This design comes from an exercise in tuning for small area, a short achievable clock period and few clock cycles per item on the open sky130 flow, not from production work.
In this exercise RTL edits were held to simulation tests only and were not proved equivalent to the original.
Power is estimated from default activity; no workload was simulated.

==> flow/design.v <==
`default_nettype none
package taurus_decode_pkg;
    localparam int xlen = 64;
    typedef enum logic [2:0] {
        fmt_r       = 3'd0,
        fmt_i       = 3'd1,
        fmt_s       = 3'd2,
        fmt_b       = 3'd3,
        fmt_u       = 3'd4,
        fmt_j       = 3'd5,
        fmt_illegal = 3'd6
    } inst_fmt_e;
    localparam logic [6:0] op_lui       = 7'b0110111;
    localparam logic [6:0] op_auipc     = 7'b0010111;
    localparam logic [6:0] op_jal       = 7'b1101111;
    localparam logic [6:0] op_jalr      = 7'b1100111;
    localparam logic [6:0] op_branch    = 7'b1100011;
    localparam logic [6:0] op_load      = 7'b0000011;
    localparam logic [6:0] op_store     = 7'b0100011;
    localparam logic [6:0] op_op_imm    = 7'b0010011;
    localparam logic [6:0] op_op        = 7'b0110011;
    localparam logic [6:0] op_op_imm_32 = 7'b0011011;
    localparam logic [6:0] op_op_32     = 7'b0111011;
    localparam logic [6:0] op_system    = 7'b1110011;
    typedef struct packed {
        logic [xlen-1:0] pc;
        logic [31:0]     inst;
        inst_fmt_e       fmt;
        logic [4:0]      rd;
    } decoded_t;
    typedef struct packed {
        logic [xlen-1:0] pc;
        logic [6:0]      opcode;
        inst_fmt_e       fmt;
        logic [4:0]      rd;
        logic [xlen-1:0] imm;
    } immed_t;
endpackage
`default_nettype wire
`timescale 1ns/1ps
`default_nettype none
module common_bypass_buffer #(
    parameter int width = 1
) (
    input  wire      clk,
    input  wire      reset,
    input  wire [width-1:0] prev_data,
    input  wire      prev_valid,
    output logic     prev_ready,
    output logic [width-1:0] next_data,
    output logic     next_valid,
    input  wire      next_ready
);
    logic [width-1:0] buffer_q;
    logic     buffer_en;
    logic     valid_q;
    assign buffer_en = !valid_q && prev_valid && !next_ready;
    always_ff @(posedge clk) begin
        if (buffer_en) begin
            buffer_q <= prev_data;
        end
    end
    always_ff @(posedge clk) begin
        if (reset) begin
            valid_q <= 1'b0;
        end else if (!valid_q) begin
            valid_q <= prev_valid && !next_ready;
        end else begin
            valid_q <= !next_ready;
        end
    end
    assign prev_ready = !valid_q;
    assign next_data  = valid_q ? buffer_q : prev_data;
    assign next_valid = valid_q || prev_valid;
endmodule
`default_nettype wire
`timescale 1ns/1ps
`default_nettype none
module decode_stage (
    input  wire             clk,
    input  wire             reset,
    input  wire             in_valid,
    output logic            in_ready,
    input  wire [taurus_decode_pkg::xlen-1:0]  in_pc,
    input  wire [31:0]      in_inst,
    output logic            out_valid,
    output taurus_decode_pkg::decoded_t        out_data,
    input  wire             out_ready
);
    taurus_decode_pkg::inst_fmt_e  fmt_d;
    logic [4:0] rd_d;
    logic [6:0] opcode;
    assign opcode = in_inst[6:0];
    always_comb begin
        case (opcode)
            taurus_decode_pkg::op_op, taurus_decode_pkg::op_op_32:                 fmt_d = taurus_decode_pkg::fmt_r;
            taurus_decode_pkg::op_op_imm, taurus_decode_pkg::op_op_imm_32, taurus_decode_pkg::op_load,
            taurus_decode_pkg::op_jalr, taurus_decode_pkg::op_system:              fmt_d = taurus_decode_pkg::fmt_i;
            taurus_decode_pkg::op_store:                        fmt_d = taurus_decode_pkg::fmt_s;
            taurus_decode_pkg::op_branch:                       fmt_d = taurus_decode_pkg::fmt_b;
            taurus_decode_pkg::op_lui, taurus_decode_pkg::op_auipc:                fmt_d = taurus_decode_pkg::fmt_u;
            taurus_decode_pkg::op_jal:                          fmt_d = taurus_decode_pkg::fmt_j;
            default:                         fmt_d = taurus_decode_pkg::fmt_illegal;
        endcase
        if (in_inst[1:0] != 2'b11) begin
            fmt_d = taurus_decode_pkg::fmt_illegal;
        end
    end
    assign rd_d = (fmt_d == taurus_decode_pkg::fmt_s || fmt_d == taurus_decode_pkg::fmt_b) ? 5'd0 : in_inst[11:7];
    assign in_ready = !out_valid || out_ready;
    always_ff @(posedge clk) begin
        if (reset) begin
            out_valid <= 1'b0;
        end else if (in_ready) begin
            out_valid <= in_valid;
        end
    end
    always_ff @(posedge clk) begin
        if (in_valid && in_ready) begin
            out_data.pc   <= in_pc;
            out_data.inst <= in_inst;
            out_data.fmt  <= fmt_d;
            out_data.rd   <= rd_d;
        end
    end
endmodule
`default_nettype wire
`timescale 1ns/1ps
`default_nettype none
module imm_gen_stage (
    input  wire            clk,
    input  wire            reset,
    input  wire            in_valid,
    output logic           in_ready,
    input  wire taurus_decode_pkg::decoded_t  in_data,
    output logic           out_valid,
    output taurus_decode_pkg::immed_t         out_data,
    input  wire            out_ready
);
    logic [31:0]     inst;
    logic [taurus_decode_pkg::xlen-1:0] imm_d;
    assign inst = in_data.inst;
    always_comb begin
        case (in_data.fmt)
            taurus_decode_pkg::fmt_i:   imm_d = {{(taurus_decode_pkg::xlen-12){inst[31]}}, inst[31:20]};
            taurus_decode_pkg::fmt_s:   imm_d = {{(taurus_decode_pkg::xlen-12){inst[31]}}, inst[31:25], inst[11:7]};
            taurus_decode_pkg::fmt_b:   imm_d = {{(taurus_decode_pkg::xlen-13){inst[31]}}, inst[31], inst[7],
                              inst[30:25], inst[11:8], 1'b0};
            taurus_decode_pkg::fmt_u:   imm_d = {{(taurus_decode_pkg::xlen-32){inst[31]}}, inst[31:12], 12'd0};
            taurus_decode_pkg::fmt_j:   imm_d = {{(taurus_decode_pkg::xlen-21){inst[31]}}, inst[31], inst[19:12],
                              inst[20], inst[30:21], 1'b0};
            default: imm_d = '0;
        endcase
    end
    assign in_ready = !out_valid || out_ready;
    always_ff @(posedge clk) begin
        if (reset) begin
            out_valid <= 1'b0;
        end else if (in_ready) begin
            out_valid <= in_valid;
        end
    end
    always_ff @(posedge clk) begin
        if (in_valid && in_ready) begin
            out_data.pc     <= in_data.pc;
            out_data.opcode <= inst[6:0];
            out_data.fmt    <= in_data.fmt;
            out_data.rd     <= in_data.rd;
            out_data.imm    <= imm_d;
        end
    end
endmodule
`default_nettype wire
`timescale 1ns/1ps
`default_nettype none
module target_calc_stage (
    input  wire             clk,
    input  wire             reset,
    input  wire             in_valid,
    output logic            in_ready,
    input  wire taurus_decode_pkg::immed_t     in_data,
    output logic            out_valid,
    output logic [taurus_decode_pkg::xlen-1:0] out_pc,
    output taurus_decode_pkg::inst_fmt_e       out_fmt,
    output logic [4:0]      out_rd,
    output logic [taurus_decode_pkg::xlen-1:0] out_imm,
    output logic [taurus_decode_pkg::xlen-1:0] out_target,
    input  wire             out_ready
);
    logic [taurus_decode_pkg::xlen-1:0] target_d;
    always_comb begin
        case (in_data.opcode)
            taurus_decode_pkg::op_branch, taurus_decode_pkg::op_jal, taurus_decode_pkg::op_auipc: target_d = in_data.pc + in_data.imm;
            taurus_decode_pkg::op_lui:                      target_d = in_data.imm;
            default:                     target_d = in_data.pc + 64'd4;
        endcase
    end
    assign in_ready = !out_valid || out_ready;
    always_ff @(posedge clk) begin
        if (reset) begin
            out_valid <= 1'b0;
        end else if (in_ready) begin
            out_valid <= in_valid;
        end
    end
    always_ff @(posedge clk) begin
        if (in_valid && in_ready) begin
            out_pc     <= in_data.pc;
            out_fmt    <= in_data.fmt;
            out_rd     <= in_data.rd;
            out_imm    <= in_data.imm;
            out_target <= target_d;
        end
    end
endmodule
`default_nettype wire
`timescale 1ns/1ps
`default_nettype none
module decode_pipe_top (
    input  wire             clk,
    input  wire             reset,
    input  wire             in_valid,
    output logic            in_ready,
    input  wire [taurus_decode_pkg::xlen-1:0]  in_pc,
    input  wire [31:0]      in_inst,
    output logic            out_valid,
    input  wire             out_ready,
    output logic [taurus_decode_pkg::xlen-1:0] out_pc,
    output taurus_decode_pkg::inst_fmt_e       out_fmt,
    output logic [4:0]      out_rd,
    output logic [taurus_decode_pkg::xlen-1:0] out_imm,
    output logic [taurus_decode_pkg::xlen-1:0] out_target
);
    taurus_decode_pkg::decoded_t dec_data, imm_in_data;
    logic     dec_valid, dec_ready;
    logic     imm_in_valid, imm_in_ready;
    taurus_decode_pkg::immed_t   imm_data, tgt_in_data;
    logic     imm_valid, imm_ready;
    logic     tgt_in_valid, tgt_in_ready;
    decode_stage u_decode (
        .clk       (clk),
        .reset     (reset),
        .in_valid  (in_valid),
        .in_ready  (in_ready),
        .in_pc     (in_pc),
        .in_inst   (in_inst),
        .out_valid (dec_valid),
        .out_data  (dec_data),
        .out_ready (dec_ready)
    );
    common_bypass_buffer #(
        .width (104)   
    ) buffer_a (
        .clk        (clk),
        .reset      (reset),
        .prev_data  (dec_data),
        .prev_valid (dec_valid),
        .prev_ready (dec_ready),
        .next_data  (imm_in_data),
        .next_valid (imm_in_valid),
        .next_ready (imm_in_ready)
    );
    imm_gen_stage u_imm_gen (
        .clk       (clk),
        .reset     (reset),
        .in_valid  (imm_in_valid),
        .in_ready  (imm_in_ready),
        .in_data   (imm_in_data),
        .out_valid (imm_valid),
        .out_data  (imm_data),
        .out_ready (imm_ready)
    );
    common_bypass_buffer #(
        .width (143)   
    ) buffer_b (
        .clk        (clk),
        .reset      (reset),
        .prev_data  (imm_data),
        .prev_valid (imm_valid),
        .prev_ready (imm_ready),
        .next_data  (tgt_in_data),
        .next_valid (tgt_in_valid),
        .next_ready (tgt_in_ready)
    );
    target_calc_stage u_target_calc (
        .clk        (clk),
        .reset      (reset),
        .in_valid   (tgt_in_valid),
        .in_ready   (tgt_in_ready),
        .in_data    (tgt_in_data),
        .out_valid  (out_valid),
        .out_pc     (out_pc),
        .out_fmt    (out_fmt),
        .out_rd     (out_rd),
        .out_imm    (out_imm),
        .out_target (out_target),
        .out_ready  (out_ready)
    );
endmodule
`default_nettype wire
==> flow/run.sh <==
#!/bin/bash
# synth_recipe.tcl (not shown) runs the flow's synth.tcl, then flattens the netlist and writes it again
# the make line also repeats each setting of config.mk as NAME=value (left out here)
make -C /OpenROAD-flow-scripts/flow DESIGN_CONFIG=/design/flow/config.mk WORK_HOME=/design/flow/orfs CLKGATE_MAP_FILE= SYNTH_SCRIPT=/design/flow/synth_recipe.tcl finish
==> flow/config.mk <==
export PLATFORM = sky130hd
export DESIGN_NAME = decode_pipe_top
export DESIGN_NICKNAME = decode_pipe_top
export VERILOG_FILES = /design/flow/design.v
export SDC_FILE = /design/flow/constraint.sdc
export NUM_CORES = 4
export LEC_CHECK = 0
export CAP_MARGIN = 20
export CORE_MARGIN = 2
export CORE_UTILIZATION = 40
export SLEW_MARGIN = 20
==> flow/constraint.sdc <==
create_clock -name core_clock -period 5.5 [get_ports {clk}]
set_input_delay 1.1000 -clock core_clock [delete_from_list [all_inputs] [get_ports {clk}]]
set_output_delay 1.1000 -clock core_clock [all_outputs]
set_load 0.01 [all_outputs]
==> notes.md <==
==> layout by cell type, fill, tap and decap left out, drive strengths merged, types with 40 or more instances in the layout <==
cell type | synthesis | final
xnor2 | 71 | 71
nand4 | 40 | 40
nor2 | 71 | 71
mux2i | 60 | 60
a21oi | 114 | 114
clkdlybuf4s50 | 0 | 301
mux2 | 146 | 146
ha | 64 | 64
o21ai | 99 | 99
xor2 | 41 | 41
nand2 | 120 | 120
nand3 | 41 | 41
edfxtp | 598 | 598
clkbuf | 54 | 78
inv | 49 | 52
==> critical path, cell delays in order, from the launching register on <==
cell,delay [ps]
dfxtp_4,630
buf_12,280
mux2i_2,350
inv_1,150
ha_1,400
and4_1,260
nand4_1,100
or3_1,410
a2111oi_2,610
nor4b_1,140
buf_4,180
o211ai_1,310
nand3_1,230
or4_1,510
nand3_1,100
==> worst max-delay path by stage <==
stage                                 from                                     end  slack, ps
6_report       buffer_b.valid_q$_SDFF_PP0_  u_target_calc.out_target[62]$_DFFE_PP_        640
5_1_grt        buffer_b.valid_q$_SDFF_PP0_  u_target_calc.out_target[52]$_DFFE_PP_        460
4_1_cts        buffer_b.valid_q$_SDFF_PP0_  u_target_calc.out_target[62]$_DFFE_PP_        720
3_5_place_dp   buffer_b.valid_q$_SDFF_PP0_  u_target_calc.out_target[62]$_DFFE_PP_        780
3_3_place_gp   buffer_b.valid_q$_SDFF_PP0_  u_target_calc.out_target[62]$_DFFE_PP_        830
2_1_floorplan  buffer_b.valid_q$_SDFF_PP0_          buffer_b.buffer_q[0]$_DFFE_PP_      -1240
==> metrics by stage <==
step                      total power, mW  setup TNS [ps]  hold WS [ps]
after floorplan                      5.88         -137610           418
after global placement               6.28               0           428
after detailed placement             6.28               0           431
after CTS                            10.7               0           445
after global routing                 10.9               0           450
final                                10.6               0           443
==> sequential cells by signal, indices dropped and copies added, names as in the netlist <==
name,cells
buffer_a.buffer_q,104
buffer_a.valid_q,1
buffer_b.buffer_q,111
buffer_b.valid_q,1
u_decode.out_data,104
u_decode.out_valid,1
u_imm_gen.out_data,111
u_imm_gen.out_valid,1
u_target_calc.out_fmt,3
u_target_calc.out_imm,32
u_target_calc.out_pc,64
u_target_calc.out_rd,5
u_target_calc.out_target,64
u_target_calc.out_valid,1
==> cell usage after synthesis (all sizes together) (10+ instances only) <==
cell type and number:
edfxtp 598, mux2 146, nand2 120, a21oi 114, o21ai 99, nor2 71, xnor2 71, ha 64
buf 60, mux2i 60, clkbuf 54, inv 49, nand3 41, xor2 41, nand4 40, o221ai 34
a21o 29, nand2b 19, and3 18, nor3 18, a22oi 13, a31oi 13, and2 13, nor2b 13
nand3b 11, o21bai 10
==> routing by layer <==
layer | up-vias | share of wire | GRT usage
met4 | 2 | 0.028 | 0.0706
met2 | 637 | 0.43 | 0.311
met3 | 102 | 0.067 | 0.0391
met1 | 8573 | 0.47 | 0.319
li1 | 8024 | - | -
met5 | - | 0.00017 | 0
==> where the power goes <==
group	leakage [nW]	switching, mW	internal (mW)
Clock	1.03	1.85	2.54
Sequential	5.58	0.0749	5.20
Combinational	4.65	0.534	0.387
==> cells by family (layout without fill, tap and decap cells) <==
kind of cell,Yosys count,count (layout),synth area share
DFF,603,603,0.658
adders and majority gates,65,65,0.0299
muxes,206,206,0.0819
other,0,1,0
xor gates and xnor gates,112,112,0.0358
buffers and inverters,163,508,0.0287
and+or+nand+nor,399,399,0.0748
AOI/OAI and AO/OA,386,386,0.0908
==> final cells by class <==
class / instances / share of cell area
antenna: 1 / 0.0000747
tap: 882 / 0.0329
clock inverter: 42 / 0.0131
multi-input combinational: 1168 / 0.258
clock buffer: 78 / 0.0513
inverter: 49 / 0.00549
timing repair buffer: 339 / 0.100
sequential: 603 / 0.539
==> results_dict.tcl <==
set metrics [dict create \
    status "complete, no violations" \
    nFillCells 5809 \
    dp_slack_ps 784 \
    ff2ff_setup_slack_ps 640 \
    syn_to_final_growth_pct 22.1 \
    grt_pass1_wl_um 112000 \
    fmaxAchievable_ghz 0.206 \
    syn-mean-instance-area_sq_um 14.2 \
    synth-seq-cells 603 \
    drt_first_pass_iters 5 \
    place_area_sq_um 31400 \
    synth-edff-count 598 \
    cp-start-kind "register" \
    drc 0 \
    rr_endpoint "u_target_calc.out_target[62]$_DFFE_PP_" \
    period_share 0.884 \
    yosysWarnings 5 \
    vdd_drop_max_uv 210 \
    seqCellArea_sq_um 18100 \
    cts_max_level 3 \
    core.rowCount 96 \
    setup_ws_ps 638 \
    finalCriticalPeriod_ps 4860 \
    drt_iter0_drc 1619 \
    cts_setup_buffers 0 \
    crit_type "reg -> reg" \
    netlist_area_sq_um 27400 \
    die_h_um 266 \
    io_buffers 301 \
    netlist_instances 1934 \
    vias_per_cell 5.48 \
    hold_depth 0 \
    cts_hold_buf 0 \
    final_util 0.491 \
    nets 2392 \
    synth_top_cell_by_area "edfxtp_1" \
    async_flop_share 0 \
    vias 17338 \
    worst_ep_arrival_time_ps 5310 \
    skew_ps 30.2 \
    min_to "buffer_b.buffer_q[73]$_DFFE_PP_" \
    cts_tree "yes" \
    r2r_cells 14 \
    path_max_fanout 35 \
    grt_setup_unrepaired "false" \
    cp-end-kind "register" \
    core_region_area_sq_um 68200 \
    clock_path_buffers 3 \
    start_util 0.402 \
    grt_usage 0.213 \
    ys_seq_area_frac 0.658 \
    cts_root_buf "clkbuf_16" \
    leakage_nw 11.3 \
    overflow 0 \
    cap_violations 0 \
    clk_pin_slew_ps 60 \
    cts.repair.resized 0 \
    ant_nets 0 \
    syn_nets 2099 \
    drv_slew 0 \
    first_global_vias 16949 \
    synth_top_flop_cell "edfxtp_1" \
    dpl.hpwl_um 56000 \
    finalWeightedCongestion 0.915 \
    finalInstanceArea_sq_um 33500 \
    rr_startpoint "buffer_b.valid_q$_SDFF_PP0_" \
    floorplan.die_area_sq_um 70700 \
    min_path_type "reg -> reg" \
    multi_input_comb_area_sq_um 8640 \
    slew_headroom 0.292 \
    clock-sinks 603 \
    antenna_found_initial 5 \
    place_inst 3041 \
    grt_max_degree 112 \
    clk_latency_ps 610 \
    setup_viol_count_final 0 \
    synth_area_leaders "edfxtp_1 (65%), mux2_2 (6.0%), ha_1 (2.9%), xnor2_1 (2.3%), mux2i_1 (2.2%)" \
    wl_um 76700 \
    hp-start "u_imm_gen.out_data[73]$_DFFE_PP_" \
    cts_buffers 66 \
    power_density_nw_per_um2 316 \
    synth_cell_types 82 \
    pin_count 302 \
    drive_above_1_share 0.134 \
    yosysTopAreaCellShare 0.654 \
    max_slew.worst_pin.slew_ps 1060 \
    die_x_um 266 \
    fin_cells 3162 \
    hold_viol_final 0 \
    wl_per_cell_um 24.2 \
    cp.required_ps 5950 \
]
Testbench counts, summed over its fixed seeds: cycles 9,178, items 8,000.

[port drivers added, routing unchanged]
The results above use ideal ports. As a check the final layout listed here was re-extracted and re-timed, cells and wires unchanged.
Step 1 (the two cells are an assumption about what drives the block):
set clk [get_ports {clk}]
set_driving_cell -lib_cell sky130_fd_sc_hd__clkbuf_16 $clk
set_driving_cell -lib_cell sky130_fd_sc_hd__buf_2 [delete_from_list [all_inputs] $clk]
Step 2 moves the port delays by t, midway between the first and last clock arrival at a register: inputs arrive t later, outputs are due t later. That takes back most of the time a late clock gives input paths.
a / b / c = ideal ports / drivers / drivers and shift; a / b = the first two.
t (ns): 0.656
setup WS [ns]: 0.638 / 0.638 / 0.638
hold WS [ns]: 0.443 / 0.443 / 0.443
clock arrival spread, ns: 0.034 / 0.034
pins driven straight from the clock port: 1
After both steps setup and hold are still met in this run. For this run, drivers alone change the setup slack by 0.000 ns; drivers and shift together by 0.000 ns.
